Background: an optimization exercise with open tools, aiming at small area, a short achievable clock period and few clock cycles per item. Do not read the settings as production practice. Function was checked by simulation only, so behaviour that the tests miss may differ from the original.

## job 7359
// sma_crossover_backtest
module sma_crossover_backtest (
    input  logic        clk,
    input  logic        rst_n,
    input  logic        s_tvalid,
    output logic        s_tready,
    input  logic [31:0] s_tdata,    
    input  logic        s_tlast,    
    output logic        m_tvalid,
    input  logic        m_tready,
    output logic [39:0] m_tdata,    
    output logic        m_tlast,    
    input  logic        cfg_we,
    input  logic [0:0]  cfg_index,
    input  logic [6:0]  cfg_data
);
    localparam int PW = smac_pkg::PTR_W;
    localparam int SW = smac_pkg::SUM_W;
    localparam int NW = smac_pkg::SEEN_W;
    localparam int DW = 46;               
    localparam int EQ_D = 8;              
    localparam int EQ_W = $clog2(EQ_D);
    localparam int RQ_D = 32;             
    localparam int RQ_W = $clog2(RQ_D);
    function automatic logic [DW-1:0] maj3(input logic [DW-1:0] a, input logic [DW-1:0] b,
                                           input logic [DW-1:0] c);
        maj3 = (a & b) | (a & c) | (b & c);
    endfunction
    logic          cfg_we_q;
    logic [0:0]    cfg_idx_q;
    logic [6:0]    cfg_data_q;
    logic [5:0]    short_win;
    logic [6:0]    long_win;
    logic          restart;           
    logic [5:0]    short_new;
    logic [6:0]    long_new;
    logic          win_ok;
    assign restart   = cfg_we_q;
  ...
export LEC_CHECK = 0
export CAP_MARGIN = 20
export CORE_MARGIN = 2
export CORE_UTILIZATION = 40
export SETUP_SLACK_MARGIN = 5
export SLEW_MARGIN = 20
create_clock -name core_clock -period 10.0 [get_ports {clk}]
run.sh (not shown) runs the stock make flow with config.mk's settings and CLKGATE_MAP_FILE= SYNTH_SCRIPT=/design/flow/synth_recipe.tcl, a recipe that flattens the netlist after the stock synthesis.
Testbench counts of job 7359, summed over its fixed seeds: cycles 26,412, items 19,495.
### job 7359 -> job 9387
--- a/flow/design.v
+++ b/flow/design.v
@@ -256,15 +256,15 @@
     logic [DW-1:0] dsum;
     logic          gt4, lt4;
     logic          holding;
     logic          buy5, sell5;
     logic          ev5;               
     assign dsum  = ds4 + dc4;
     assign lt4   = dsum[DW-1];
-    assign gt4   = !dsum[DW-1] && (dsum != '0);
+    assign gt4   = !dsum[DW-1] && ((ds4 ^ dc4) != ((ds4 | dc4) << 1));
     logic          v5;
     logic [31:0]   pr5;
     logic          l5, te5, re5, nz5, gt5, lt5;
     always_ff @(posedge clk)
     begin
         pr5 <= pr4;
         l5  <= l4;
@@ -422,27 +422,26 @@
         T_FIN
     } tstate_t;
     tstate_t       tst;
     logic [31:0]   tp;                
     logic [34:0]   tp3, tp5, tp7;     
     logic          t_last, t_roi;
     logic          t_hold;            
-    logic          cfresh;            
     logic [63:0]   cash;
     logic [63:0]   cash_cur;
     logic [31:0]   rr;                
     logic [32:0]   rc;                
     logic          mhi;               
     logic          mci;               
     logic [63:0]   ll;                
     logic [4:0]    tcnt;
     logic          mlong;             
     logic          roi_start, roi_free;
     logic          pos_long;
-    assign cash_cur = cfresh ? smac_pkg::START_CASH : cash;
+    assign cash_cur = cash;
     logic          chain;
     logic [63:0]   cash_new, cash_src;
     assign chain    = (tst == T_DIV) && (tcnt == 5'd0) && !t_last && hv && h_sell;
     assign h_take   = ((tst == T_IDLE) && hv) || chain;
     assign pos_long = (ll[63:40] != 24'd0);
     logic          q_sat, q_33, q_36, q_39;
     logic [127:0]  dvd;
@@ -523,75 +522,73 @@
     assign fin_now   = !fin_close && (!h_roi || roi_free);
     always_ff @(posedge clk or negedge rst_n)
     begin
         if (!rst_n)
         begin
             tst    <= T_IDLE;
             t_hold <= 1'b0;
-            cfresh <= 1'b1;
+            cash   <= smac_pkg::START_CASH;
         end
         else if (restart)
         begin
             tst    <= T_IDLE;
             t_hold <= 1'b0;
-            cfresh <= 1'b1;
+            cash   <= smac_pkg::START_CASH;
         end
         else
         begin
             unique case (tst)
                 T_IDLE:
                     if (hv)
                     begin
                         if (h_buy)
                         begin
                             if (q_sat)
                             begin
                                 t_hold <= 1'b1;
-                                cfresh <= 1'b0;
                                 tst    <= h_last ? T_FIN : T_IDLE;
                             end
                             else
                                 tst <= T_DIV;
                         end
                         else if (h_sell)
                             tst <= T_MUL;
                         else if (fin_close)
                             tst <= T_MUL;
                         else if (fin_now)
                         begin
                             t_hold <= 1'b0;
-                            cfresh <= 1'b1;
+                            cash   <= smac_pkg::START_CASH;
                         end
                         else
                             tst <= T_FIN;
                     end
                 T_DIV:
                     if (tcnt == 5'd0)
                     begin
                         t_hold <= 1'b1;
-                        cfresh <= 1'b0;
                         tst    <= t_last ? T_FIN : chain ? T_MUL : T_IDLE;
                     end
                 T_MUL:
                     if (tcnt == 5'd0)
                         tst <= T_MULEND;
                 T_MULEND:
                 begin
                     t_hold <= 1'b0;
-                    cfresh <= 1'b0;
+                    cash   <= cash_new;
                     tst    <= t_last ? T_FIN : T_IDLE;
                 end
                 T_FIN:
                 begin
                     if (t_roi && t_hold)
                         tst <= T_MUL;
                     else if (!t_roi || roi_free)
                     begin
                         t_hold <= 1'b0;
-                        cfresh <= 1'b1;
+                        cash   <= smac_pkg::START_CASH;
                         tst    <= T_IDLE;
                     end
                 end
                 default:
                     tst <= T_IDLE;
             endcase
         end
@@ -668,16 +665,14 @@
             begin
                 {mhi, rr} <= mr5[0][40:8];
                 rc   <= mr5[1][40:8];
                 mci  <= mlow[8];
                 ll   <= {mlow[7:0], ll[63:8]};
                 tcnt <= tcnt - 1'b1;
             end
-            T_MULEND:
-                cash <= cash_new;
             T_FIN:
             begin
                 rr    <= '0;
                 rc    <= '0;
                 mhi   <= 1'b0;
                 mci   <= 1'b0;
                 mlong <= pos_long;
Findings:
Comparing job 9387 and job 7359, the lower number of non-clock inverters in the layout was measured on job 7359. DRC violation count after routing: job 7359 vs job 9387 identical. Row via count of the first global-routing pass: job 9387 lower / job 7359 higher. The TritonCTS buffer count was comparable across job 9387 and job 7359.
Testbench counts of job 9387, summed over its fixed seeds: cycles 26,412, items 19,495.

[what the ideal ports hide]
The results above use ideal ports. As a check the final layouts listed here were re-extracted and re-timed, cells and wires unchanged.
Step 1: set_driving_cell puts a clkbuf_16 on clk and a buf_2 on each other input, an assumption about the parent block.
Step 2 also shifts input and output timing later by t, the mid clock arrival at the registers, as if the neighbouring blocks saw the same clock.
a / b / c = no drivers / after step 1 / after step 2; a / b = the first two.
run	t, ns	setup slack, ns	clock arrival spread, ns	worst data-port slew with drivers (ns)	cell pins on the clock port's net
job 7359	1.071	5.020 / 5.020 / 5.020	0.096 / 0.096	0.31	1
job 9387	1.095	5.133 / 5.133 / 5.055	0.121 / 0.121	0.11	1
After both steps setup and hold are still met in every run listed. For job 9387, which loses most, drivers alone change the setup slack by 0.000 ns; drivers and shift together by -0.078 ns.
